Background: an optimization exercise with open tools, aiming at small area and few clock cycles per item. Do not read the settings as production practice.
The RTL was checked by simulation tests, not by an equivalence proof against the original design.

**flow/run.sh**
```bash
#!/bin/bash
# The standard layout, except that the port buffers are plain
# sky130_fd_sc_hd__buf_1 cells (buffer_ports -buffer_cell) instead of the
# delay cells buffer_ports picks by default. Every port still gets a buffer.
set -euo pipefail
bash standard.sh "BUFFER_PORTS_ARGS=-buffer_cell sky130_fd_sc_hd__buf_1" finish > standard_flow.log 2>&1
```
**standard.sh**
```bash
#!/bin/bash
# synth_recipe.tcl (not shown) runs the flow's synth.tcl, then flattens the netlist and writes it again
# the make line also repeats each setting of config.mk as NAME=value (left out here)
make -C /OpenROAD-flow-scripts/flow DESIGN_CONFIG=/design/flow/config.mk WORK_HOME=/design/flow/orfs CLKGATE_MAP_FILE= SYNTH_SCRIPT=/design/flow/synth_recipe.tcl "${@:-finish}"
```
**config.mk**
```make
export PLATFORM = sky130hd
export DESIGN_NAME = event_countdown_calc_core
export DESIGN_NICKNAME = event_countdown_calc_core
export VERILOG_FILES = /design/flow/design.v
export SDC_FILE = /design/flow/constraint.sdc
export NUM_CORES = 4
export LEC_CHECK = 0
export ABC_AREA = 1
export CAP_MARGIN = 20
export CORE_MARGIN = 2
export CORE_UTILIZATION = 40
export CTS_BUF_LIST = sky130_fd_sc_hd__clkbuf_8
export SLEW_MARGIN = 20
export SYNTH_HIERARCHICAL = 1
export SYNTH_MINIMUM_KEEP_SIZE = 0
```
**constraint.sdc**
```tcl
create_clock -name core_clock -period 12.0 [get_ports {clk}]
set_input_delay 2.4000 -clock core_clock [delete_from_list [all_inputs] [get_ports {clk}]]
set_output_delay 2.4000 -clock core_clock [all_outputs]
set_load 0.01 [all_outputs]
```
**design.v**
```verilog
`default_nettype none
package ecc_pkg;
  localparam int unsigned YEAR_W  = 12;
  localparam int unsigned MONTH_W = 4;
  localparam int unsigned DAY_W   = 5;
  localparam int unsigned HOUR_W  = 5;
  localparam int unsigned MIN_W   = 6;
  localparam int unsigned SEC_W   = 6;
  localparam int unsigned DAYS_W  = 20;
  localparam int unsigned CIDX_W  = 3;
  localparam int unsigned CDAT_W  = 12;
  typedef logic [YEAR_W-1:0]  year_t;
  typedef logic [MONTH_W-1:0] month_t;
  typedef logic [DAY_W-1:0]   day_t;
  typedef logic [HOUR_W-1:0]  hour_t;
  typedef logic [MIN_W-1:0]   min_t;
  typedef logic [SEC_W-1:0]   sec_t;
  typedef logic [DAYS_W-1:0]  days_t;
  localparam year_t  RST_YEAR   = 12'd2022;
  localparam month_t RST_MONTH  = 4'd5;
  localparam day_t   RST_DAY    = 5'd17;
  localparam hour_t  RST_HOUR   = 5'd10;
  localparam min_t   RST_MINUTE = 6'd56;
  localparam logic [10:0] RST_PE = 11'd1404;
  localparam logic [4:0]  RST_VE = 5'd15;
  localparam logic [143:0] CUM_DAYS_TBL =
    144'ha753a9d4e98445e6d45aa5cf05a1d87c0000;
  function automatic logic [8:0] cum_days(input logic [3:0] x);
    cum_days = CUM_DAYS_TBL[x * 9 +: 9];
  endfunction
  localparam logic [319:0] CENT_V_TBL =
    320'h3deef37bd6718bdab5a4e528c1ef7358c5a92941cc62906310400;
  function automatic logic [4:0] cent_v(input logic [5:0] x);
    cent_v = CENT_V_TBL[x * 5 +: 5];
  endfunction
  localparam logic [511:0] SEC_SPLIT_TBL =
    512'hb9babb404142434445464748494a4b4c4d4e4f505152535455565758595a5b5c5d5e5f606162636465666768696a6b6c6d6e6f707172737475767778797a7b00;
  function automatic logic [7:0] sec_split(input logic [5:0] x);
    sec_split = SEC_SPLIT_TBL[x * 8 +: 8];
  endfunction
endpackage
`default_nettype wire
`default_nettype none
module ecc_fa (
  input  logic a,
  input  logic b,
  input  logic c,
  output logic s,
  output logic co
);
  assign s  = a ^ b ^ c;
  assign co = (a & b) | (a & c) | (b & c);
endmodule
module ecc_ha (
  input  logic a,
  input  logic b,
  output logic s,
  output logic co
);
  assign s  = a ^ b;
  assign co = a & b;
endmodule
`default_nettype wire
`default_nettype none
module event_countdown_calc_core (
  input  logic                   clk,
  input  logic                   rst_n,
  input  logic                   start,
  output logic                   busy,
  input  ecc_pkg::year_t         in_now_year,
  input  ecc_pkg::month_t        in_now_month,
  input  ecc_pkg::day_t          in_now_day,
  input  ecc_pkg::hour_t         in_now_hour,
  input  ecc_pkg::min_t          in_now_minute,
  input  ecc_pkg::sec_t          in_now_second,
  output logic                   out_valid,
  output ecc_pkg::days_t         out_days_left,
  output ecc_pkg::hour_t         out_hours_left,
  output ecc_pkg::min_t          out_minutes_left,
  output ecc_pkg::sec_t          out_seconds_left,
  output logic                   out_event_passed,
  input  logic                   cfg_valid,
  output logic                   cfg_ready,
  input  logic [ecc_pkg::CIDX_W-1:0] cfg_index,
  input  logic [ecc_pkg::CDAT_W-1:0] cfg_data
);
  ecc_pkg::year_t  ev_year_n;
  ecc_pkg::month_t ev_month_n;
  ecc_pkg::day_t   ev_day_n;
  ecc_pkg::hour_t  ev_hour_n;
  ecc_pkg::min_t   ev_minute_n;
  logic [15:0]     dy;
  logic [11:0]     k;
  logic [4:0]      nv;
  ecc_pkg::month_t ev_month;
  logic            wr_r;
  logic [10:0]     pe_r;
  logic [4:0]      ve_r;
  ecc_pkg::hour_t  t_hours;
  ecc_pkg::min_t   t_minutes;
  ecc_pkg::sec_t   t_seconds;
  logic [1:0]      t_carry2;
  logic            v_r;
  logic [15:0]     dy_r;
  logic [11:0]     k_r;
  logic [4:0]      nv_r;
  logic [1:0]      carry2_r;
  ecc_pkg::hour_t  hours_r;
  ecc_pkg::min_t   minutes_r;
  ecc_pkg::sec_t   seconds_r;
  logic ne;
  logic [8:0] cn;
  logic [5:0] nq;
  logic [7:0] s_split;
  logic [7:0] tm;
  logic [6:0] th;
  logic [1:0] bs, bm1;
  logic s1_;
  logic c2_;
  logic s3_;
  logic c4_;
  logic s5_;
  logic c6_;
  logic s7_;
  logic c8_;
  logic s9_;
  logic c10_;
  logic s11_;
  logic c12_;
  logic s13_;
  logic c14_;
  logic s15_;
  logic c16_;
  logic s17_;
  logic c18_;
  logic s19_;
  logic c20_;
  logic s21_;
  logic c22_;
  logic s23_;
  logic c24_;
  logic s25_;
  logic c26_;
  logic s27_;
  logic c28_;
  logic s29_;
  logic c30_;
  logic s31_;
  logic c32_;
  logic s33_;
  logic c34_;
  logic s35_;
  logic c36_;
  logic s37_;
  logic c38_;
  logic s39_;
  logic c40_;
  logic s41_;
  logic c42_;
  logic s43_;
  logic c44_;
  logic [11:0] ys;
  logic [3:0] ms;
  logic [4:0] ds;
  logic [10:0] pe_g;
  logic n45_;
  logic s46_;
  logic c47_;
  logic s48_;
  logic c49_;
  logic s50_;
  logic c51_;
  logic s52_;
  logic c53_;
  logic s54_;
  logic c55_;
  logic s56_;
  logic c57_;
  logic s58_;
  logic c59_;
  logic n60_;
  logic s61_;
  logic c62_;
  logic n63_;
  logic s64_;
  logic c65_;
  logic n66_;
  logic s67_;
  logic c68_;
  logic n69_;
  logic s70_;
  logic c71_;
  logic s72_;
  logic c73_;
  logic s74_;
  logic c75_;
  logic s76_;
  logic c77_;
  logic k78_;
  logic k79_;
  logic k80_;
  logic k81_;
  logic k82_;
  logic k83_;
  logic k84_;
  logic k85_;
  logic k86_;
  logic k87_;
  logic s88_;
  logic c89_;
  logic s90_;
  logic c91_;
  logic s92_;
  logic c93_;
  logic s94_;
  logic c95_;
  logic s96_;
  logic c97_;
  logic s98_;
  logic c99_;
  logic s100_;
  logic c101_;
  logic s102_;
  logic c103_;
  logic s104_;
  logic c105_;
  logic s106_;
  logic c107_;
  logic s108_;
  logic c109_;
  logic s110_;
  logic c111_;
  logic s112_;
  logic c113_;
  logic s114_;
  logic c115_;
  logic s116_;
  logic c117_;
  logic s118_;
  logic c119_;
  logic s120_;
  logic c121_;
  logic [12:0] dy1;
  logic s122_;
  logic c123_;
  logic s124_;
  logic c125_;
  logic s126_;
  logic c127_;
  logic s128_;
  logic c129_;
  logic s130_;
  logic c131_;
  logic s132_;
  logic c133_;
  logic s134_;
  logic c135_;
  logic s136_;
  logic c137_;
  logic s138_;
  logic c139_;
  logic s140_;
  logic c141_;
  logic s142_;
  logic c143_;
  logic s144_;
  logic c145_;
  logic s146_;
  logic c147_;
  logic s148_;
  logic c149_;
  logic s150_;
  logic c151_;
  logic s152_;
  logic c153_;
  logic s154_;
  logic c155_;
  logic s156_;
  logic c157_;
  logic s158_;
  logic c159_;
  logic s160_;
  logic c161_;
  logic s162_;
  logic c163_;
  logic s164_;
  logic c165_;
  logic s166_;
  logic c167_;
  logic s168_;
  logic c169_;
  logic s170_;
  logic c171_;
  logic s172_;
  logic c173_;
  logic s174_;
  logic c175_;
  logic s176_;
  logic c177_;
  logic s178_;
  logic c179_;
  logic s180_;
  logic c181_;
  logic s182_;
  logic c183_;
  logic s184_;
  logic c185_;
  logic s186_;
  logic c187_;
  logic s188_;
  logic c189_;
  logic s190_;
  logic c191_;
  logic s192_;
  logic c193_;
  logic s194_;
  logic c195_;
  logic s196_;
  logic c197_;
  logic s198_;
  logic c199_;
  logic s200_;
  logic c201_;
  logic s202_;
  logic c203_;
  logic s204_;
  logic c205_;
  logic [21:0] x;
  logic tz, pas, sat;
  logic s206_;
  logic c207_;
  logic s208_;
  logic c209_;
  logic s210_;
  logic c211_;
  logic s212_;
  logic c213_;
  logic s214_;
  logic c215_;
  logic s216_;
  logic c217_;
  logic s218_;
  logic c219_;
  logic s220_;
  logic c221_;
  logic s222_;
  logic c223_;
  logic s224_;
  logic c225_;
  logic s226_;
  logic c227_;
  logic s228_;
  logic c229_;
  logic s230_;
  logic c231_;
  logic s232_;
  logic c233_;
  logic s234_;
  logic c235_;
  logic s236_;
  logic c237_;
  logic s238_;
  logic c239_;
  logic s240_;
  logic c241_;
  logic s242_;
  logic c243_;
  logic s244_;
  logic c245_;
  logic s246_;
  logic c247_;
  logic s248_;
  logic c249_;
  logic s250_;
  logic c251_;
  logic s252_;
  logic c253_;
  logic s254_;
  logic c255_;
  logic s256_;
  logic c257_;
  logic s258_;
  logic c259_;
  logic s260_;
  logic c261_;
  logic s262_;
  logic c263_;
  logic s264_;
  logic c265_;
  logic s266_;
  logic c267_;
  logic s268_;
  logic c269_;
  logic s270_;
  logic c271_;
  logic s272_;
  logic c273_;
  logic s274_;
  logic c275_;
  logic s276_;
  logic c277_;
  logic s278_;
  logic c279_;
  logic s280_;
  logic c281_;
  logic s282_;
  logic c283_;
  logic s284_;
  logic c285_;
  logic s286_;
  logic c287_;
  logic s288_;
  logic c289_;
  logic s290_;
  logic c291_;
  logic s292_;
  logic c293_;
  logic s294_;
  logic c295_;
  logic s296_;
  logic c297_;
  logic s298_;
  logic c299_;
  logic s300_;
  logic c301_;
  logic s302_;
  logic c303_;
  logic s304_;
  logic c305_;
  logic s306_;
  logic c307_;
  logic s308_;
  logic c309_;
  logic s310_;
  logic c311_;
  logic s312_;
  logic c313_;
  logic s314_;
  logic c315_;
  logic s316_;
  logic c317_;
  logic s318_;
  logic c319_;
  logic s320_;
  logic c321_;
  logic s322_;
  logic c323_;
  logic s324_;
  logic c325_;
  logic p326_;
  logic g327_;
  logic s328_;
  logic c329_;
  logic s330_;
  logic c331_;
  logic s332_;
  logic c333_;
  logic o334_;
  logic k335_;
  logic o336_;
  logic k337_;
  logic o338_;
  logic k339_;
  logic o340_;
  logic bc341_;
  logic p342_;
  logic g343_;
  logic p344_;
  logic g345_;
  logic p346_;
  logic g347_;
  logic s348_;
  logic c349_;
  logic o350_;
  logic k351_;
  logic o352_;
  logic k353_;
  logic o354_;
  logic k355_;
  logic o356_;
  logic bc357_;
  logic p358_;
  logic g359_;
  logic p360_;
  logic g361_;
  logic s362_;
  logic c363_;
  logic p364_;
  logic g365_;
  logic o366_;
  logic k367_;
  logic o368_;
  logic k369_;
  logic o370_;
  logic k371_;
  logic o372_;
  logic bc373_;
  assign busy      = wr_r;
  assign cfg_ready = 1'b1;
  always_ff @(posedge clk) begin
    if (!rst_n) begin
      ev_year_n   <= ~ecc_pkg::RST_YEAR;
      ev_month_n  <= ~ecc_pkg::RST_MONTH;
      ev_day_n    <= ~ecc_pkg::RST_DAY;
      ev_hour_n   <= ~ecc_pkg::RST_HOUR;
      ev_minute_n <= ~ecc_pkg::RST_MINUTE;
    end else if (cfg_valid) begin
      case (cfg_index)
        3'd0: ev_year_n   <= ~cfg_data;
        3'd1: ev_month_n  <= ~cfg_data[ecc_pkg::MONTH_W-1:0];
        3'd2: ev_day_n    <= ~cfg_data[ecc_pkg::DAY_W-1:0];
        3'd3: ev_hour_n   <= ~cfg_data[ecc_pkg::HOUR_W-1:0];
        3'd4: ev_minute_n <= ~cfg_data[ecc_pkg::MIN_W-1:0];
        default: ;
      endcase
    end
  end
  assign s_split = ecc_pkg::sec_split(in_now_second);
  assign bs = s_split[7:6];
  assign t_seconds = s_split[5:0];
  ecc_fa u_s1_ (.a(in_now_minute[0]), .b(ev_minute_n[0]), .c(bs[0]), .s(s1_), .co(c2_));
  ecc_fa u_s3_ (.a(in_now_minute[1]), .b(ev_minute_n[1]), .c(bs[1]), .s(s3_), .co(c4_));
  ecc_fa u_s5_ (.a(c4_), .b(in_now_minute[2]), .c(ev_minute_n[2]), .s(s5_), .co(c6_));
  ecc_fa u_s7_ (.a(c6_), .b(in_now_minute[3]), .c(ev_minute_n[3]), .s(s7_), .co(c8_));
  ecc_fa u_s9_ (.a(c8_), .b(in_now_minute[4]), .c(ev_minute_n[4]), .s(s9_), .co(c10_));
  ecc_fa u_s11_ (.a(c10_), .b(in_now_minute[5]), .c(ev_minute_n[5]), .s(s11_), .co(c12_));
  ecc_ha u_s13_ (.a(c2_), .b(s3_), .s(s13_), .co(c14_));
  ecc_ha u_s15_ (.a(s5_), .b(c14_), .s(s15_), .co(c16_));
  ecc_ha u_s17_ (.a(s7_), .b(c16_), .s(s17_), .co(c18_));
  ecc_ha u_s19_ (.a(s9_), .b(c18_), .s(s19_), .co(c20_));
  ecc_ha u_s21_ (.a(s11_), .b(c20_), .s(s21_), .co(c22_));
  ecc_ha u_s23_ (.a(c12_), .b(c22_), .s(s23_), .co(c24_));
  assign tm[0] = s1_;
  assign tm[1] = s13_;
  assign tm[2] = s15_;
  assign tm[3] = s17_;
  assign tm[4] = s19_;
  assign tm[5] = s21_;
  assign tm[6] = s23_;
  assign tm[7] = c24_;
  assign bm1 = (tm[7:2] == 6'd0) ? 2'd0 : (tm[7:6] == 2'd0) ? 2'd1 :
               (tm[7] || (tm[6] && (tm[5:2] == 4'hF))) ? 2'd3 : 2'd2;
  assign t_minutes = {4'(~tm[5:2] + {bm1[1], bm1[1], bm1[1], !bm1[0]}), ~tm[1:0]};
  ecc_fa u_s25_ (.a(in_now_hour[0]), .b(ev_hour_n[0]), .c(bm1[0]), .s(s25_), .co(c26_));
  ecc_fa u_s27_ (.a(in_now_hour[1]), .b(ev_hour_n[1]), .c(bm1[1]), .s(s27_), .co(c28_));
  ecc_fa u_s29_ (.a(c28_), .b(in_now_hour[2]), .c(ev_hour_n[2]), .s(s29_), .co(c30_));
  ecc_fa u_s31_ (.a(c30_), .b(in_now_hour[3]), .c(ev_hour_n[3]), .s(s31_), .co(c32_));
  ecc_fa u_s33_ (.a(c32_), .b(in_now_hour[4]), .c(ev_hour_n[4]), .s(s33_), .co(c34_));
  ecc_ha u_s35_ (.a(c26_), .b(s27_), .s(s35_), .co(c36_));
  ecc_ha u_s37_ (.a(s29_), .b(c36_), .s(s37_), .co(c38_));
  ecc_ha u_s39_ (.a(s31_), .b(c38_), .s(s39_), .co(c40_));
  ecc_ha u_s41_ (.a(s33_), .b(c40_), .s(s41_), .co(c42_));
  ecc_ha u_s43_ (.a(c34_), .b(c42_), .s(s43_), .co(c44_));
  assign th[0] = s25_;
  assign th[1] = s35_;
  assign th[2] = s37_;
  assign th[3] = s39_;
  assign th[4] = s41_;
  assign th[5] = s43_;
  assign th[6] = c44_;
  assign t_carry2 = (th <= 7'd8) ? 2'd0 : (th <= 7'd32) ? 2'd1 : (th <= 7'd56) ? 2'd2 : 2'd3;
  assign t_hours = 5'(~th[4:0] + {t_carry2[1], !t_carry2[0], 3'b001});
  assign ys = wr_r ? ~ev_year_n : in_now_year;
  assign ms = wr_r ? ~ev_month_n : in_now_month;
  assign ds = wr_r ? ~ev_day_n : in_now_day;
  assign pe_g = wr_r ? 11'd0 : pe_r;
  assign ne = (ys[1:0] != 2'd0) || (ms > 4'd2);
  assign cn = ecc_pkg::cum_days(ms);
  assign n45_ = ~ne;
  ecc_fa u_s46_ (.a(ys[3]), .b(ys[6]), .c(n45_), .s(s46_), .co(c47_));
  ecc_fa u_s48_ (.a(ys[2]), .b(ys[4]), .c(ys[7]), .s(s48_), .co(c49_));
  ecc_fa u_s50_ (.a(ys[3]), .b(ys[5]), .c(ys[8]), .s(s50_), .co(c51_));
  ecc_fa u_s52_ (.a(ys[4]), .b(ys[6]), .c(ys[9]), .s(s52_), .co(c53_));
  ecc_fa u_s54_ (.a(ys[5]), .b(ys[7]), .c(ys[10]), .s(s54_), .co(c55_));
  ecc_fa u_s56_ (.a(ys[6]), .b(ys[8]), .c(ys[11]), .s(s56_), .co(c57_));
  ecc_fa u_s58_ (.a(ys[7]), .b(ys[9]), .c(ne), .s(s58_), .co(c59_));
  assign n60_ = ~ne;
  ecc_fa u_s61_ (.a(c49_), .b(s50_), .c(n60_), .s(s61_), .co(c62_));
  assign n63_ = ~ne;
  ecc_fa u_s64_ (.a(c51_), .b(s52_), .c(n63_), .s(s64_), .co(c65_));
  assign n66_ = ~ne;
  ecc_fa u_s67_ (.a(c53_), .b(s54_), .c(n66_), .s(s67_), .co(c68_));
  assign n69_ = ~ne;
  ecc_fa u_s70_ (.a(c55_), .b(s56_), .c(n69_), .s(s70_), .co(c71_));
  ecc_fa u_s72_ (.a(c59_), .b(ys[8]), .c(ys[10]), .s(s72_), .co(c73_));
  ecc_fa u_s74_ (.a(c71_), .b(c57_), .c(s58_), .s(s74_), .co(c75_));
  ecc_fa u_s76_ (.a(c73_), .b(ys[9]), .c(ys[11]), .s(s76_), .co(c77_));
  assign k78_ = (ys[2] & ~ne) | (ys[2] & 1'b0) | (~ne & 1'b0);
  assign k79_ = (ys[3] & ~ne) | (ys[3] & k78_) | (~ne & k78_);
  assign k80_ = (ys[4] & ~ne) | (ys[4] & k79_) | (~ne & k79_);
  assign k81_ = (ys[2] & ys[5]) | (ys[2] & k80_) | (ys[5] & k80_);
  assign k82_ = (s46_ & 1'b0) | (s46_ & k81_) | (1'b0 & k81_);
  assign k83_ = (c47_ & s48_) | (c47_ & k82_) | (s48_ & k82_);
  assign k84_ = (s61_ & 1'b0) | (s61_ & k83_) | (1'b0 & k83_);
  assign k85_ = (c62_ & s64_) | (c62_ & k84_) | (s64_ & k84_);
  assign k86_ = (c65_ & s67_) | (c65_ & k85_) | (s67_ & k85_);
  assign k87_ = (c68_ & s70_) | (c68_ & k86_) | (s70_ & k86_);
  ecc_ha u_s88_ (.a(s74_), .b(k87_), .s(s88_), .co(c89_));
  ecc_fa u_s90_ (.a(c75_), .b(s72_), .c(c89_), .s(s90_), .co(c91_));
  ecc_ha u_s92_ (.a(s76_), .b(c91_), .s(s92_), .co(c93_));
  ecc_fa u_s94_ (.a(c77_), .b(ys[10]), .c(c93_), .s(s94_), .co(c95_));
  ecc_ha u_s96_ (.a(ys[11]), .b(c95_), .s(s96_), .co(c97_));
  assign nq[0] = s88_;
  assign nq[1] = s90_;
  assign nq[2] = s92_;
  assign nq[3] = s94_;
  assign nq[4] = s96_;
  assign nq[5] = c97_;
  assign nv = ~ecc_pkg::cent_v(nq);
  ecc_ha u_s98_ (.a(in_now_year[0]), .b(ev_year_n[0]), .s(s98_), .co(c99_));
  ecc_fa u_s100_ (.a(in_now_year[1]), .b(ev_year_n[1]), .c(c99_), .s(s100_), .co(c101_));
  ecc_fa u_s102_ (.a(in_now_year[2]), .b(ev_year_n[2]), .c(c101_), .s(s102_), .co(c103_));
  ecc_fa u_s104_ (.a(in_now_year[3]), .b(ev_year_n[3]), .c(c103_), .s(s104_), .co(c105_));
  ecc_fa u_s106_ (.a(in_now_year[4]), .b(ev_year_n[4]), .c(c105_), .s(s106_), .co(c107_));
  ecc_fa u_s108_ (.a(in_now_year[5]), .b(ev_year_n[5]), .c(c107_), .s(s108_), .co(c109_));
  ecc_fa u_s110_ (.a(in_now_year[6]), .b(ev_year_n[6]), .c(c109_), .s(s110_), .co(c111_));
  ecc_fa u_s112_ (.a(in_now_year[7]), .b(ev_year_n[7]), .c(c111_), .s(s112_), .co(c113_));
  ecc_fa u_s114_ (.a(in_now_year[8]), .b(ev_year_n[8]), .c(c113_), .s(s114_), .co(c115_));
  ecc_fa u_s116_ (.a(in_now_year[9]), .b(ev_year_n[9]), .c(c115_), .s(s116_), .co(c117_));
  ecc_fa u_s118_ (.a(in_now_year[10]), .b(ev_year_n[10]), .c(c117_), .s(s118_), .co(c119_));
  ecc_fa u_s120_ (.a(in_now_year[11]), .b(ev_year_n[11]), .c(c119_), .s(s120_), .co(c121_));
  assign dy1[0] = s98_;
  assign dy1[1] = s100_;
  assign dy1[2] = s102_;
  assign dy1[3] = s104_;
  assign dy1[4] = s106_;
  assign dy1[5] = s108_;
  assign dy1[6] = s110_;
  assign dy1[7] = s112_;
  assign dy1[8] = s114_;
  assign dy1[9] = s116_;
  assign dy1[10] = s118_;
  assign dy1[11] = s120_;
  assign dy1[12] = c121_;
  ecc_ha u_s122_ (.a(dy1[2]), .b(dy1[0]), .s(s122_), .co(c123_));
  ecc_fa u_s124_ (.a(dy1[3]), .b(dy1[1]), .c(c123_), .s(s124_), .co(c125_));
  ecc_fa u_s126_ (.a(dy1[4]), .b(dy1[2]), .c(c125_), .s(s126_), .co(c127_));
  ecc_fa u_s128_ (.a(dy1[5]), .b(dy1[3]), .c(c127_), .s(s128_), .co(c129_));
  ecc_fa u_s130_ (.a(dy1[6]), .b(dy1[4]), .c(c129_), .s(s130_), .co(c131_));
  ecc_fa u_s132_ (.a(dy1[7]), .b(dy1[5]), .c(c131_), .s(s132_), .co(c133_));
  ecc_fa u_s134_ (.a(dy1[8]), .b(dy1[6]), .c(c133_), .s(s134_), .co(c135_));
  ecc_fa u_s136_ (.a(dy1[9]), .b(dy1[7]), .c(c135_), .s(s136_), .co(c137_));
  ecc_fa u_s138_ (.a(dy1[10]), .b(dy1[8]), .c(c137_), .s(s138_), .co(c139_));
  ecc_fa u_s140_ (.a(dy1[11]), .b(dy1[9]), .c(c139_), .s(s140_), .co(c141_));
  ecc_fa u_s142_ (.a(dy1[12]), .b(dy1[10]), .c(c141_), .s(s142_), .co(c143_));
  ecc_ha u_s144_ (.a(dy1[11]), .b(c143_), .s(s144_), .co(c145_));
  ecc_ha u_s146_ (.a(dy1[12]), .b(c145_), .s(s146_), .co(c147_));
  assign dy[0] = dy1[0];
  assign dy[1] = dy1[1];
  assign dy[2] = s122_;
  assign dy[3] = s124_;
  assign dy[4] = s126_;
  assign dy[5] = s128_;
  assign dy[6] = s130_;
  assign dy[7] = s132_;
  assign dy[8] = s134_;
  assign dy[9] = s136_;
  assign dy[10] = s138_;
  assign dy[11] = s140_;
  assign dy[12] = s142_;
  assign dy[13] = s144_;
  assign dy[14] = s146_;
  assign dy[15] = c147_;
  ecc_fa u_s148_ (.a(ys[2]), .b(cn[0]), .c(ds[0]), .s(s148_), .co(c149_));
  ecc_fa u_s150_ (.a(ys[3]), .b(cn[1]), .c(ds[1]), .s(s150_), .co(c151_));
  ecc_fa u_s152_ (.a(ys[4]), .b(cn[2]), .c(ds[2]), .s(s152_), .co(c153_));
  ecc_fa u_s154_ (.a(ys[5]), .b(cn[3]), .c(ds[3]), .s(s154_), .co(c155_));
  ecc_fa u_s156_ (.a(ys[6]), .b(cn[4]), .c(ds[4]), .s(s156_), .co(c157_));
  ecc_fa u_s158_ (.a(ys[7]), .b(cn[5]), .c(pe_g[5]), .s(s158_), .co(c159_));
  ecc_fa u_s160_ (.a(ys[8]), .b(cn[6]), .c(pe_g[6]), .s(s160_), .co(c161_));
  ecc_fa u_s162_ (.a(ys[9]), .b(cn[7]), .c(pe_g[7]), .s(s162_), .co(c163_));
  ecc_fa u_s164_ (.a(ys[10]), .b(cn[8]), .c(pe_g[8]), .s(s164_), .co(c165_));
  ecc_fa u_s166_ (.a(s148_), .b(pe_g[0]), .c(ne), .s(s166_), .co(c167_));
  ecc_fa u_s168_ (.a(c149_), .b(s150_), .c(pe_g[1]), .s(s168_), .co(c169_));
  ecc_fa u_s170_ (.a(c151_), .b(s152_), .c(pe_g[2]), .s(s170_), .co(c171_));
  ecc_fa u_s172_ (.a(c153_), .b(s154_), .c(pe_g[3]), .s(s172_), .co(c173_));
  ecc_fa u_s174_ (.a(c155_), .b(s156_), .c(pe_g[4]), .s(s174_), .co(c175_));
  ecc_fa u_s176_ (.a(c165_), .b(ys[11]), .c(pe_g[9]), .s(s176_), .co(c177_));
  ecc_fa u_s178_ (.a(c175_), .b(c157_), .c(s158_), .s(s178_), .co(c179_));
  ecc_fa u_s180_ (.a(c179_), .b(c159_), .c(s160_), .s(s180_), .co(c181_));
  ecc_fa u_s182_ (.a(c181_), .b(c161_), .c(s162_), .s(s182_), .co(c183_));
  ecc_fa u_s184_ (.a(c183_), .b(c163_), .c(s164_), .s(s184_), .co(c185_));
  ecc_ha u_s186_ (.a(c167_), .b(s168_), .s(s186_), .co(c187_));
  ecc_fa u_s188_ (.a(c169_), .b(s170_), .c(c187_), .s(s188_), .co(c189_));
  ecc_fa u_s190_ (.a(c171_), .b(s172_), .c(c189_), .s(s190_), .co(c191_));
  ecc_fa u_s192_ (.a(c173_), .b(s174_), .c(c191_), .s(s192_), .co(c193_));
  ecc_ha u_s194_ (.a(s178_), .b(c193_), .s(s194_), .co(c195_));
  ecc_ha u_s196_ (.a(s180_), .b(c195_), .s(s196_), .co(c197_));
  ecc_ha u_s198_ (.a(s182_), .b(c197_), .s(s198_), .co(c199_));
  ecc_ha u_s200_ (.a(s184_), .b(c199_), .s(s200_), .co(c201_));
  ecc_fa u_s202_ (.a(c185_), .b(s176_), .c(c201_), .s(s202_), .co(c203_));
  ecc_fa u_s204_ (.a(c177_), .b(pe_g[10]), .c(c203_), .s(s204_), .co(c205_));
  assign k[0] = s166_;
  assign k[1] = s186_;
  assign k[2] = s188_;
  assign k[3] = s190_;
  assign k[4] = s192_;
  assign k[5] = s194_;
  assign k[6] = s196_;
  assign k[7] = s198_;
  assign k[8] = s200_;
  assign k[9] = s202_;
  assign k[10] = s204_;
  assign k[11] = c205_;
  ecc_fa u_s206_ (.a(dy_r[0]), .b(k_r[0]), .c(nv_r[0]), .s(s206_), .co(c207_));
  ecc_fa u_s208_ (.a(ve_r[0]), .b(carry2_r[0]), .c(1'b1), .s(s208_), .co(c209_));
  ecc_fa u_s210_ (.a(dy_r[1]), .b(k_r[1]), .c(nv_r[1]), .s(s210_), .co(c211_));
  ecc_fa u_s212_ (.a(dy_r[2]), .b(k_r[2]), .c(nv_r[2]), .s(s212_), .co(c213_));
  ecc_fa u_s214_ (.a(dy_r[0]), .b(dy_r[3]), .c(k_r[3]), .s(s214_), .co(c215_));
  ecc_fa u_s216_ (.a(nv_r[3]), .b(ve_r[3]), .c(1'b1), .s(s216_), .co(c217_));
  ecc_fa u_s218_ (.a(dy_r[1]), .b(dy_r[4]), .c(k_r[4]), .s(s218_), .co(c219_));
  ecc_fa u_s220_ (.a(dy_r[2]), .b(dy_r[5]), .c(k_r[5]), .s(s220_), .co(c221_));
  ecc_fa u_s222_ (.a(dy_r[0]), .b(dy_r[3]), .c(dy_r[6]), .s(s222_), .co(c223_));
  ecc_fa u_s224_ (.a(dy_r[1]), .b(dy_r[4]), .c(dy_r[7]), .s(s224_), .co(c225_));
  ecc_fa u_s226_ (.a(dy_r[2]), .b(dy_r[5]), .c(dy_r[8]), .s(s226_), .co(c227_));
  ecc_fa u_s228_ (.a(dy_r[3]), .b(dy_r[6]), .c(dy_r[9]), .s(s228_), .co(c229_));
  ecc_fa u_s230_ (.a(dy_r[4]), .b(dy_r[7]), .c(dy_r[10]), .s(s230_), .co(c231_));
  ecc_fa u_s232_ (.a(dy_r[5]), .b(dy_r[8]), .c(dy_r[11]), .s(s232_), .co(c233_));
  ecc_fa u_s234_ (.a(dy_r[6]), .b(dy_r[9]), .c(dy_r[12]), .s(s234_), .co(c235_));
  ecc_fa u_s236_ (.a(dy_r[7]), .b(dy_r[10]), .c(dy_r[13]), .s(s236_), .co(c237_));
  ecc_fa u_s238_ (.a(dy_r[8]), .b(dy_r[11]), .c(dy_r[14]), .s(s238_), .co(c239_));
  ecc_fa u_s240_ (.a(dy_r[9]), .b(dy_r[12]), .c(dy_r[15]), .s(s240_), .co(c241_));
  ecc_fa u_s242_ (.a(dy_r[10]), .b(dy_r[13]), .c(1'b1), .s(s242_), .co(c243_));
  ecc_fa u_s244_ (.a(c207_), .b(c209_), .c(s210_), .s(s244_), .co(c245_));
  ecc_fa u_s246_ (.a(c211_), .b(s212_), .c(ve_r[2]), .s(s246_), .co(c247_));
  ecc_fa u_s248_ (.a(c213_), .b(s214_), .c(s216_), .s(s248_), .co(c249_));
  ecc_fa u_s250_ (.a(c215_), .b(c217_), .c(s218_), .s(s250_), .co(c251_));
  ecc_fa u_s252_ (.a(c221_), .b(s222_), .c(k_r[6]), .s(s252_), .co(c253_));
  ecc_fa u_s254_ (.a(c223_), .b(s224_), .c(k_r[7]), .s(s254_), .co(c255_));
  ecc_fa u_s256_ (.a(c225_), .b(s226_), .c(k_r[8]), .s(s256_), .co(c257_));
  ecc_fa u_s258_ (.a(c227_), .b(s228_), .c(k_r[9]), .s(s258_), .co(c259_));
  ecc_fa u_s260_ (.a(c229_), .b(s230_), .c(k_r[10]), .s(s260_), .co(c261_));
  ecc_fa u_s262_ (.a(c231_), .b(s232_), .c(k_r[11]), .s(s262_), .co(c263_));
  ecc_fa u_s264_ (.a(c235_), .b(s236_), .c(1'b1), .s(s264_), .co(c265_));
  ecc_fa u_s266_ (.a(c243_), .b(dy_r[11]), .c(dy_r[14]), .s(s266_), .co(c267_));
  ecc_fa u_s268_ (.a(s244_), .b(ve_r[1]), .c(carry2_r[1]), .s(s268_), .co(c269_));
  ecc_fa u_s270_ (.a(c245_), .b(s246_), .c(1'b1), .s(s270_), .co(c271_));
  ecc_fa u_s272_ (.a(c249_), .b(s250_), .c(nv_r[4]), .s(s272_), .co(c273_));
  ecc_fa u_s274_ (.a(c251_), .b(c219_), .c(s220_), .s(s274_), .co(c275_));
  ecc_fa u_s276_ (.a(c255_), .b(s256_), .c(1'b1), .s(s276_), .co(c277_));
  ecc_fa u_s278_ (.a(c261_), .b(s262_), .c(1'b1), .s(s278_), .co(c279_));
  ecc_fa u_s280_ (.a(c263_), .b(c233_), .c(s234_), .s(s280_), .co(c281_));
  ecc_fa u_s282_ (.a(c265_), .b(c237_), .c(s238_), .s(s282_), .co(c283_));
  ecc_fa u_s284_ (.a(c267_), .b(dy_r[12]), .c(dy_r[15]), .s(s284_), .co(c285_));
  ecc_fa u_s286_ (.a(c271_), .b(c247_), .c(s248_), .s(s286_), .co(c287_));
  ecc_fa u_s288_ (.a(c275_), .b(s252_), .c(1'b1), .s(s288_), .co(c289_));
  ecc_fa u_s290_ (.a(c277_), .b(c257_), .c(s258_), .s(s290_), .co(c291_));
  ecc_fa u_s292_ (.a(c283_), .b(c239_), .c(s240_), .s(s292_), .co(c293_));
  ecc_fa u_s294_ (.a(c285_), .b(dy_r[13]), .c(1'b1), .s(s294_), .co(c295_));
  ecc_fa u_s296_ (.a(c287_), .b(s272_), .c(ve_r[4]), .s(s296_), .co(c297_));
  ecc_fa u_s298_ (.a(c289_), .b(c253_), .c(s254_), .s(s298_), .co(c299_));
  ecc_fa u_s300_ (.a(c291_), .b(c259_), .c(s260_), .s(s300_), .co(c301_));
  ecc_fa u_s302_ (.a(c293_), .b(c241_), .c(s242_), .s(s302_), .co(c303_));
  ecc_fa u_s304_ (.a(c297_), .b(c273_), .c(s274_), .s(s304_), .co(c305_));
  ecc_ha u_s306_ (.a(s206_), .b(s208_), .s(s306_), .co(c307_));
  ecc_ha u_s308_ (.a(s268_), .b(c307_), .s(s308_), .co(c309_));
  ecc_fa u_s310_ (.a(c269_), .b(s270_), .c(c309_), .s(s310_), .co(c311_));
  ecc_ha u_s312_ (.a(s286_), .b(c311_), .s(s312_), .co(c313_));
  ecc_ha u_s314_ (.a(s296_), .b(c313_), .s(s314_), .co(c315_));
  ecc_ha u_s316_ (.a(s304_), .b(c315_), .s(s316_), .co(c317_));
  ecc_fa u_s318_ (.a(c305_), .b(s288_), .c(c317_), .s(s318_), .co(c319_));
  ecc_ha u_s320_ (.a(s298_), .b(c319_), .s(s320_), .co(c321_));
  ecc_fa u_s322_ (.a(c299_), .b(s276_), .c(c321_), .s(s322_), .co(c323_));
  ecc_ha u_s324_ (.a(s290_), .b(c323_), .s(s324_), .co(c325_));
  assign p326_ = s300_ ^ 1'b0;
  assign g327_ = s300_ & 1'b0;
  ecc_ha u_s328_ (.a(c301_), .b(s278_), .s(s328_), .co(c329_));
  ecc_ha u_s330_ (.a(c279_), .b(s280_), .s(s330_), .co(c331_));
  ecc_ha u_s332_ (.a(c281_), .b(s264_), .s(s332_), .co(c333_));
  assign o334_ = p326_ ^ c325_;
  assign k335_ = g327_ | (p326_ & c325_);
  assign o336_ = s328_ ^ k335_;
  assign k337_ = c329_ | (s328_ & k335_);
  assign o338_ = s330_ ^ k337_;
  assign k339_ = c331_ | (s330_ & k337_);
  assign o340_ = s332_ ^ k339_;
  assign bc341_ = (c333_ | (s332_ & (c331_ | (s330_ & (c329_ | (s328_ & (g327_ | (p326_ & 1'b0)))))))) | (((((1'b1 & p326_) & s328_) & s330_) & s332_) & c325_);
  assign p342_ = s282_ ^ 1'b0;
  assign g343_ = s282_ & 1'b0;
  assign p344_ = s292_ ^ 1'b0;
  assign g345_ = s292_ & 1'b0;
  assign p346_ = s302_ ^ 1'b0;
  assign g347_ = s302_ & 1'b0;
  ecc_ha u_s348_ (.a(c303_), .b(s266_), .s(s348_), .co(c349_));
  assign o350_ = p342_ ^ bc341_;
  assign k351_ = g343_ | (p342_ & bc341_);
  assign o352_ = p344_ ^ k351_;
  assign k353_ = g345_ | (p344_ & k351_);
  assign o354_ = p346_ ^ k353_;
  assign k355_ = g347_ | (p346_ & k353_);
  assign o356_ = s348_ ^ k355_;
  assign bc357_ = (c349_ | (s348_ & (g347_ | (p346_ & (g345_ | (p344_ & (g343_ | (p342_ & 1'b0)))))))) | (((((1'b1 & p342_) & p344_) & p346_) & s348_) & bc341_);
  assign p358_ = s284_ ^ 1'b0;
  assign g359_ = s284_ & 1'b0;
  assign p360_ = s294_ ^ 1'b0;
  assign g361_ = s294_ & 1'b0;
  ecc_ha u_s362_ (.a(c295_), .b(dy_r[14]), .s(s362_), .co(c363_));
  assign p364_ = dy_r[15] ^ 1'b1;
  assign g365_ = dy_r[15] & 1'b1;
  assign o366_ = p358_ ^ bc357_;
  assign k367_ = g359_ | (p358_ & bc357_);
  assign o368_ = p360_ ^ k367_;
  assign k369_ = g361_ | (p360_ & k367_);
  assign o370_ = s362_ ^ k369_;
  assign k371_ = c363_ | (s362_ & k369_);
  assign o372_ = p364_ ^ k371_;
  assign bc373_ = (g365_ | (p364_ & (c363_ | (s362_ & (g361_ | (p360_ & (g359_ | (p358_ & 1'b0)))))))) | (((((1'b1 & p358_) & p360_) & s362_) & p364_) & bc357_);
  assign x[0] = s306_;
  assign x[1] = s308_;
  assign x[2] = s310_;
  assign x[3] = s312_;
  assign x[4] = s314_;
  assign x[5] = s316_;
  assign x[6] = s318_;
  assign x[7] = s320_;
  assign x[8] = s322_;
  assign x[9] = s324_;
  assign x[10] = o334_;
  assign x[11] = o336_;
  assign x[12] = o338_;
  assign x[13] = o340_;
  assign x[14] = o350_;
  assign x[15] = o352_;
  assign x[16] = o354_;
  assign x[17] = o356_;
  assign x[18] = o366_;
  assign x[19] = o368_;
  assign x[20] = o370_;
  assign x[21] = o372_;
  assign tz  = (hours_r == 5'd0) && (minutes_r == 6'd0) && (seconds_r == 6'd0);
  assign pas = !x[21] || (tz && (x == 22'h3FFFFF));
  assign sat = x[21] && !x[20];
  assign out_days_left    = pas ? 20'd0 : sat ? 20'hFFFFF : ~x[19:0];
  assign out_hours_left   = pas ? 5'd0  : sat ? 5'd23     : hours_r;
  assign out_minutes_left = pas ? 6'd0  : sat ? 6'd59     : minutes_r;
  assign out_seconds_left = pas ? 6'd0  : sat ? 6'd59     : seconds_r;
  assign out_event_passed = pas;
  always_ff @(posedge clk) begin
    if (!rst_n) begin
      v_r  <= 1'b0;
      wr_r <= 1'b0;
    end else begin
      v_r  <= start && !wr_r;
      wr_r <= cfg_valid;
    end
  end
  always_ff @(posedge clk) begin
    if (!rst_n) begin
      pe_r <= ecc_pkg::RST_PE;
      ve_r <= ecc_pkg::RST_VE;
    end else if (wr_r) begin
      pe_r <= ~k[10:0];
      ve_r <= ~nv;
    end
  end
  always_ff @(posedge clk) begin
    dy_r      <= dy;
    k_r       <= k;
    nv_r      <= nv;
    carry2_r  <= t_carry2;
    hours_r   <= t_hours;
    minutes_r <= t_minutes;
    seconds_r <= t_seconds;
  end
  assign out_valid = v_r;
endmodule
`default_nettype wire
```
==> impl_metrics.env, run 1 <==
export IMPL_setup_violations=0
export IMPL_worst_slack_ns=1.58
export IMPL_hold_class="reg2reg"
export IMPL_worstSetupPathType="reg2out"
export IMPL_period_needed_ns=10.42
export IMPL_grt_pass1_wl_um=27300
export IMPL_dp_cells=1099
export IMPL_tightest_slew_ns=1.04
export IMPL_clk_pin_slew_ns=0.10
export IMPL_maxCapViolations=0
export IMPL_drt_vias_per_instance=4.73
export IMPL_outcome="no timing/DRC/antenna violations"
export IMPL_multi_input_area_mm2=0.00509
export IMPL_synth_area_leaders="fa_1, dfxtp_1, ha_1"
export IMPL_syn_area_mm2=0.00757
export IMPL_grt_util_met1_pct=25.4
export IMPL_clk_latency_ns=0.39
export IMPL_seq_area_frac_synth_pct=27.0
export IMPL_grt_overflow_total=0
export IMPL_critical_path_top_delay_family="adder cells"
export IMPL_htree_levels=3
export IMPL_initial_core_util_pct=40.6
export IMPL_fmax_mhz=96.0
export IMPL_hold_depth=2
export IMPL_finalMaxSlewViolations=0
export IMPL_drt_wl_total_um=16600
export IMPL_syn_avg_cell_area_um2=9.73
export IMPL_start_kind="flop"
export IMPL_cp_slowest_stage_delay_ns=0.70
export IMPL_cp_num_buf_inv=3
export IMPL_synth_edf_count=0
export IMPL_grt_pass1_vias=5399
export IMPL_cts_setup_buffers=0
export IMPL_antennaDiodeCount=0
export IMPL_core_mm2=0.0186
export IMPL_critical_path_arrival_ns=8.02
export IMPL_hold_buffers=0
export IMPL_grt_util_met2_pct=27.5
export IMPL_rows=50
export IMPL_die_w_um=142
export IMPL_wl_per_cell_um=14.9
export IMPL_synth_top_family_by_area="adder cells"
export IMPL_synthArstFlopShare_pct=0
export IMPL_drive_gt1_share_pct=3.29
export IMPL_io_buffers=96
export IMPL_finClkSkew_ns=0.00985
export IMPL_synth_xor_area_share_pct=1.04
export IMPL_yosys_area_share_simple_pct=11.6
export IMPL_netlist_instances=778
export IMPL_grt_max_degree=60
export IMPL_place_ws_ns=1.61
export IMPL_nets=1121
export IMPL_num_vias=5274
export IMPL_drc=0
export IMPL_area_delta_synth_final_pct=10.7
export IMPL_seq_area_mm2=0.00204
export IMPL_drt_first_pass_iters=4
export IMPL_cts_resized=0
export IMPL_slew_headroom_pct=30.0
export IMPL_required_ns=9.60
export IMPL_root_buffer="clkbuf_8"
export IMPL_ys_flop_type="dfxtp_1"
export IMPL_ys_warnings_count=7
export IMPL_dp_hpwl_um=14000
export IMPL_nFillCells=1834
export IMPL_cts_sinks=102
export IMPL_grtUsageMet3_pct=3.27
export IMPL_crit_slowest_cell="ha_1"
export IMPL_place_congestion=0.866
export IMPL_path_max_fanout=38
export IMPL_cts_inserted_buffers=9
export IMPL_drt_iter0_markers=253
export IMPL_period_share_pct=86.8
export IMPL_dieArea_mm2=0.0200
export IMPL_hold_violations=0
export IMPL_yosys_area_share_adder_pct=43.6
export IMPL_whs_ns=0.472
export IMPL_synth_area_leader_cell="fa_1"
export IMPL_grt_setup_unrepaired="false"
export IMPL_reg2regPathDepth=23
export IMPL_ys_types=41
export IMPL_layout_common_cells="fa_1, dfxtp_1, nand2_1"
export IMPL_end_kind="output port"
export IMPL_grt_busiest_layer="met2"
export IMPL_synth_compound_area_share_pct=10.5
export IMPL_crit_cells=25
export IMPL_track_usage_pct=17.5
export IMPL_cts_tree="done"
export IMPL_worst_path_most_repeated_cell="fa_1"
export IMPL_synth_mux_area_share_pct=0
export IMPL_final_common_cell="fa_1"
export IMPL_ant_nets=0
export IMPL_antenna_found_initial=0
export IMPL_ys_seq_elements=102
export IMPL_setup_tns_ns=0
export IMPL_die_h_um=142
export IMPL_yosys_area_top_type_share_pct=33.3
export IMPL_instances_no_fill=1115
export IMPL_clockBufferDepth=2
export IMPL_ioPinCount=98
## per-module statistics from Yosys (local to each module, per instance)
module	copies in the design	area (um2)	flip-flops and latches	cells inside
event_countdown_calc_core	1	4630	102	618
ecc_ha	35	12.5	0	1
ecc_fa	125	20.0	0	1
## layer usage
metal / share of wire, % / wire length (um)
met5: 0 / 0
met4: 1.2 / 197
met3: 3.3 / 539
met2: 44 / 7340
met1: 51 / 8500
## final cells by class
type	count	area share, %
multi-input combinational	567	60.8
sequential	102	24.4
timing repair buffer	99	4.57
inverter	97	4.35
tap	234	3.50
clock buffer	10	1.64
clock inverter	6	0.807
## flip-flops by register name (all words and copies together), names as in the netlist, 4 cells and up
signal       flops
ve_r             5
dy_r            16
ev_hour_n        5
ev_month_n       4
pe_r            11
minutes_r        6
ev_year_n       12
seconds_r        6
nv_r             5
ev_minute_n      6
hours_r          5
ev_day_n         5
k_r             12
## path summary, 6_finish.rpt
kind                                                  start                  endpoint  slack, ns
worst max register to register  ev_minute_n[1]$_SDFFE_PN1P_        hours_r[4]$_DFF_P_       4.95
worst min register to register     ev_day_n[3]$_SDFFE_PN1P_  ev_day_n[3]$_SDFFE_PN1P_       0.47
worst max-delay path                        dy_r[2]$_DFF_P_       out_minutes_left[5]       1.58
worst min-delay path               ev_day_n[3]$_SDFFE_PN1P_  ev_day_n[3]$_SDFFE_PN1P_       0.47
## cells in the mapped netlist (3+ instances only)
master    number
ha_1          62
nand2_1       99
dfxtp_1      102
a21o_1         4
a21oi_1       47
nor2_1        88
inv_1         94
nand4_1        4
o211ai_1      10
buf_4          3
o21a_1         4
clkbuf_1      11
o21ai_0       66
nand3_1       10
nor3_1         5
buf_2          3
xor2_1         8
nor4_1         5
fa_1         126
## per-stage QoR
| stage | area, um2 | utilization (%) |
|---|---|---|
| after floorplan | 7600 | - |
| after global placement | 8170 | 43.8 |
| after detailed placement | 8170 | 43.8 |
| after CTS | 8370 | 44.9 |
| after global routing | 8380 | 44.9 |
| final | 8380 | 44.9 |
## worst register-to-register path, delay by kind of cell (launching register included)
| family | cells | cell delay, ns |
|---|---|---|
| buf+inv | 3 | 0.26 |
| fa+ha+maj | 14 | 5.40 |
| xor+xnor | 1 | 0.13 |
| simple gates | 2 | 0.30 |
| compound gates | 3 | 0.54 |
| flops | 1 | 0.35 |
## cells by family (layout without fill, tap and decap cells)
logic type / Yosys count / in the layout
AOI/OAI and AO/OA: 143 / 143
xor gates and xnor gates: 9 / 9
other: 1 / 10
and+or+nand+nor: 217 / 217
buffers and inverters: 118 / 212
DFF: 102 / 102
adders and majority gates: 188 / 188
Testbench counts, summed over its fixed seeds: cycles 16,200, items 16,000.
==> run 2, diff against run 1 <==
==> flow/run.sh (replaced) <==
#!/bin/bash
# The standard layout with two changes:
#  1. after the standard synthesis, the combinational logic between the
#     standard synthesis's registers and adder cells is re-mapped by ABC with
#     an area script (reopt.ys); registers, adder cells, ports and their
#     names are kept as they are;
#  2. the port buffers are plain sky130_fd_sc_hd__buf_1 cells
#     (buffer_ports -buffer_cell) instead of the delay cells buffer_ports
#     picks by default. Every port still gets a buffer.
set -euo pipefail
HERE=$(pwd)
PORTS="BUFFER_PORTS_ARGS=-buffer_cell sky130_fd_sc_hd__buf_1"
RES=$HERE/orfs/results/$FLOW_PLATFORM/event_countdown_calc_core/base
YOSYS=$FLOW_HOME/../tools/install/yosys/bin/yosys
bash standard.sh "$PORTS" "$RES/1_2_yosys.v" > standard_synth.log 2>&1
cp "$RES/1_2_yosys.v" "$HERE/standard_1_2_yosys.v"
sed -e "s#@LIB@#$FLOW_HOME/platforms/sky130hd/lib/sky130_fd_sc_hd__tt_025C_1v80.lib#g" \
    -e "s#@IN@#$HERE/standard_1_2_yosys.v#g" -e "s#@OUT@#$HERE/reopt_1_2_yosys.v#g" \
    -e "s#@ABC@#$HERE/flow/reopt.abc#g" -e "s#@TOP@#$FLOW_TOP#g" flow/reopt.ys > reopt_run.ys
"$YOSYS" -l reopt_yosys.log -q reopt_run.ys > reopt_stdout.log 2>&1
cp "$HERE/reopt_1_2_yosys.v" "$RES/1_2_yosys.v"
touch "$RES/1_2_yosys.v" "$RES/1_2_yosys.sdc"
bash standard.sh "$PORTS" finish > standard_flow.log 2>&1
==> flow/reopt.abc (new file) <==
strash
dch
map -a
mfs2
strash
dch
map -a
mfs2
strash
dch
map -a
topo
==> flow/reopt.ys (new file) <==
# Re-map the combinational logic of the standard synthesis with ABC.
# Registers, adder cells and tie cells stay as they are (black boxes).
read_liberty -ignore_miss_func @LIB@
setattr -mod -set blackbox 1 sky130_fd_sc_hd__dfxtp_1 sky130_fd_sc_hd__fa_1 sky130_fd_sc_hd__ha_1 sky130_fd_sc_hd__conb_1
read_verilog @IN@
hierarchy -top @TOP@
flatten
opt_clean -purge
abc -liberty @LIB@ -script @ABC@ -dont_use sky130_fd_sc_hd__lpflow_bleeder_1 -dont_use sky130_fd_sc_hd__lpflow_clkbufkapwr_1 -dont_use sky130_fd_sc_hd__lpflow_clkbufkapwr_16 -dont_use sky130_fd_sc_hd__lpflow_clkbufkapwr_2 -dont_use sky130_fd_sc_hd__lpflow_clkbufkapwr_4 -dont_use sky130_fd_sc_hd__lpflow_clkbufkapwr_8 -dont_use sky130_fd_sc_hd__lpflow_clkinvkapwr_1 -dont_use sky130_fd_sc_hd__lpflow_clkinvkapwr_16 -dont_use sky130_fd_sc_hd__lpflow_clkinvkapwr_2 -dont_use sky130_fd_sc_hd__lpflow_clkinvkapwr_4 -dont_use sky130_fd_sc_hd__lpflow_clkinvkapwr_8 -dont_use sky130_fd_sc_hd__lpflow_decapkapwr_12 -dont_use sky130_fd_sc_hd__lpflow_decapkapwr_3 -dont_use sky130_fd_sc_hd__lpflow_decapkapwr_4 -dont_use sky130_fd_sc_hd__lpflow_decapkapwr_6 -dont_use sky130_fd_sc_hd__lpflow_decapkapwr_8 -dont_use sky130_fd_sc_hd__lpflow_inputiso0n_1 -dont_use sky130_fd_sc_hd__lpflow_inputiso0p_1 -dont_use sky130_fd_sc_hd__lpflow_inputiso1n_1 -dont_use sky130_fd_sc_hd__lpflow_inputiso1p_1 -dont_use sky130_fd_sc_hd__lpflow_inputisolatch_1 -dont_use sky130_fd_sc_hd__lpflow_isobufsrc_1 -dont_use sky130_fd_sc_hd__lpflow_isobufsrc_16 -dont_use sky130_fd_sc_hd__lpflow_isobufsrc_2 -dont_use sky130_fd_sc_hd__lpflow_isobufsrc_4 -dont_use sky130_fd_sc_hd__lpflow_isobufsrc_8 -dont_use sky130_fd_sc_hd__lpflow_isobufsrckapwr_16 -dont_use sky130_fd_sc_hd__lpflow_lsbuf_lh_hl_isowell_tap_1 -dont_use sky130_fd_sc_hd__lpflow_lsbuf_lh_hl_isowell_tap_2 -dont_use sky130_fd_sc_hd__lpflow_lsbuf_lh_hl_isowell_tap_4 -dont_use sky130_fd_sc_hd__lpflow_lsbuf_lh_isowell_4 -dont_use sky130_fd_sc_hd__lpflow_lsbuf_lh_isowell_tap_1 -dont_use sky130_fd_sc_hd__lpflow_lsbuf_lh_isowell_tap_2 -dont_use sky130_fd_sc_hd__lpflow_lsbuf_lh_isowell_tap_4 -dont_use sky130_fd_sc_hd__probe_p_8 -dont_use sky130_fd_sc_hd__probec_p_8 
# define the mapped cells (as black boxes) so later passes know their pin directions
read_liberty -lib -ignore_redef @LIB@
opt_clean -purge
hilomap -singleton -hicell sky130_fd_sc_hd__conb_1 HI -locell sky130_fd_sc_hd__conb_1 LO
splitnets
opt_clean -purge
check -assert
stat -liberty @LIB@
write_verilog -noattr -noexpr -nohex -nodec @OUT@
==> run 2 against run 1 <==
Still clean. Sequential cell count stayed put. Critical endpoint is now out_days_left[19]. First-iteration DRC count is 46% higher. Synthesized cell count is 12% lower. Cell count is 7.1% lower. Clock-buffer cell count is 1 higher.
==> impl_metrics.env, run 2 <==
export IMPL_largest_registers="dy_r: 16 flops, ev_year_n: 12 flops, k_r: 12 flops"
export IMPL_syn_avg_cell_area_um2=10.5
export IMPL_hold_violations=0
export IMPL_drt_vias_per_instance=4.91
export IMPL_largest_reg_flops=16
export IMPL_setup_tns_ns=0
export IMPL_dieArea_mm2=0.0191
export IMPL_end_kind="output port"
export IMPL_netlist_instances=684
export IMPL_io_buffers=96
export IMPL_cts_inserted_buffers=9
export IMPL_drt_wl_total_um=16300
export IMPL_path_max_fanout=32
export IMPL_nFillCells=1724
export IMPL_cts_resized=0
export IMPL_maxCapViolations=0
export IMPL_hold_class="reg2reg"
export IMPL_dp_hpwl_um=13900
export IMPL_initial_core_util_pct=40.4
export IMPL_clk_pin_slew_ns=0.10
export IMPL_antennaDiodeCount=0
export IMPL_finalMaxSlewViolations=0
export IMPL_tightest_slew_ns=1.02
export IMPL_wl_per_cell_um=15.7
export IMPL_drt_first_pass_iters=4
export IMPL_ioPinCount=98
export IMPL_final_common_cell="fa_1"
export IMPL_hold_buffers=0
export IMPL_cts_tree="done"
export IMPL_period_share_pct=89.1
export IMPL_period_needed_ns=10.70
export IMPL_regMostFlops="dy_r"
export IMPL_antenna_found_initial=0
export IMPL_rows=49
export IMPL_utilization_pct=45.7
export IMPL_cts_sinks=102
export IMPL_grt_setup_unrepaired="false"
export IMPL_grt_pass1_wl_um=26700
export IMPL_core_mm2=0.0178
export IMPL_critical_path_arrival_ns=8.30
export IMPL_fmax_mhz=93.5
export IMPL_die_w_um=138
export IMPL_root_buffer="clkbuf_8"
export IMPL_layout_common_cells="fa_1, dfxtp_1, buf_1"
export IMPL_start_kind="flop"
export IMPL_whs_ns=0.485
export IMPL_cts_setup_buffers=0
export IMPL_finClkSkew_ns=0.00723
export IMPL_slew_headroom_pct=31.5
export IMPL_grt_overflow_total=0
export IMPL_ys_warnings_count=7
export IMPL_seq_area_mm2=0.00204
export IMPL_clk_latency_ns=0.37
export IMPL_clockBufferDepth=2
export IMPL_grt_pass1_vias=5175
export IMPL_num_vias=5091
export IMPL_htree_levels=3
export IMPL_track_usage_pct=17.7
export IMPL_area_delta_synth_final_pct=13.0
export IMPL_syn_area_mm2=0.00721
export IMPL_ant_nets=0
export IMPL_required_ns=9.60
export IMPL_multi_input_area_mm2=0.00493
export IMPL_outcome="no timing/DRC/antenna violations"
export IMPL_drive_gt1_share_pct=2.60
export IMPL_grt_max_degree=49
export IMPL_drc=0
export IMPL_drt_iter0_markers=370
export IMPL_worstSetupPathType="reg2out"
export IMPL_place_congestion=0.907
export IMPL_setup_violations=0
export IMPL_die_h_um=138
export IMPL_nets=1048
[run 2: changes by cell type in the layout (fill, tap and decap cells not counted), sizes merged, moves of 9 or more]
cell / previous run / this run
nor2: 90 / 73
inv: 99 / 2
a21oi: 47 / 86
nand2: 101 / 33
clkinv: 2 / 74
o21ai: 68 / 59
[run 2: path summary, 6_finish.rpt]
| check | startpoint | endpoint | depth (start not counted) | slack, ns |
|---|---|---|---|---|
| setup / recovery | dy_r[2]$_DFF_P_ | out_days_left[19] | 25 | 1.30 |
| hold / removal | ev_month_n[3]$_SDFFE_PN1P_ | ev_month_n[3]$_SDFFE_PN1P_ | 2 | 0.48 |
| setup reg to reg | ev_minute_n[1]$_SDFFE_PN1P_ | hours_r[4]$_DFF_P_ | 25 | 4.55 |
| hold reg to reg | ev_month_n[3]$_SDFFE_PN1P_ | ev_month_n[3]$_SDFFE_PN1P_ | 2 | 0.48 |
[run 2: area by class of cell]
class	instances	area share (%)
Inverter	74	3.41
Sequential cell	102	25.1
Clock buffer	11	1.86
Clock inverter	4	0.952
Multi-Input combinational cell	517	60.5
Timing Repair Buffer	99	4.70
Tap cell	229	3.52
[run 2: critical path: stages, from the launching register on]
cell      delay [ns]
dfxtp_1         0.38
fa_1            0.58
fa_1            0.44
fa_1            0.45
fa_1            0.46
fa_1            0.47
fa_1            0.49
ha_1            0.22
fa_1            0.37
ha_1            0.20
fa_1            0.36
ha_1            0.21
a31oi_1         0.18
o21bai_1        0.08
a21oi_1         0.20
o21bai_1        0.09
ha_1            0.18
ha_1            0.18
ha_1            0.90
nand4_1         0.17
nor2_1          0.13
nand3_1         0.11
o21ai_2         0.50
buf_4           0.35
a21oi_1         0.07
buf_1           0.17
[run 2: layer usage]
| metal | vias up | GRT usage (%) | routed length, um |
|---|---|---|---|
| li1 | 2538 | - | - |
| met1 | 2421 | 25.7 | 8090 |
| met2 | 124 | 27.4 | 7350 |
| met3 | 8 | 3.01 | 668 |
| met4 | 0 | 4.89 | 166 |
| met5 | - | 0 | 0 |
[run 2: through the flow]
stage | setup WS [ns] | instances | area (um2)
floorplan | 0.835 | 693 | 7250
global placement | 1.64 | 1021 | 7920
detailed placement | 1.59 | 1021 | 7920
CTS | 1.27 | 1036 | 8150
global route | 0.833 | 1036 | 8150
finish | 1.30 | 1036 | 8150

[static timing again, ports no longer ideal]
How much do the figures lean on ideal ports? The routed layouts below were timed once more, with nothing changed but the port constraints.
Step 1 (the two cells are an assumption about what drives the block):
set clk [get_ports {clk}]
set_driving_cell -lib_cell sky130_fd_sc_hd__clkbuf_16 $clk
set_driving_cell -lib_cell sky130_fd_sc_hd__buf_2 [delete_from_list [all_inputs] $clk]
Step 2 also shifts input and output timing later by t, the mid clock arrival at the registers, as if the neighbouring blocks saw the same clock.
Three values: no drivers, after step 1, after step 2; two values: the first two.
run	t (ns)	slack for setup (ns)	worst hold slack (ns)
run 1	0.416	1.582 / 1.549 / 1.895	0.472 / 0.472 / 0.472
run 2	0.404	1.304 / 1.269 / 1.601	0.485 / 0.485 / 0.485
After both steps setup and hold are still met in every run listed.
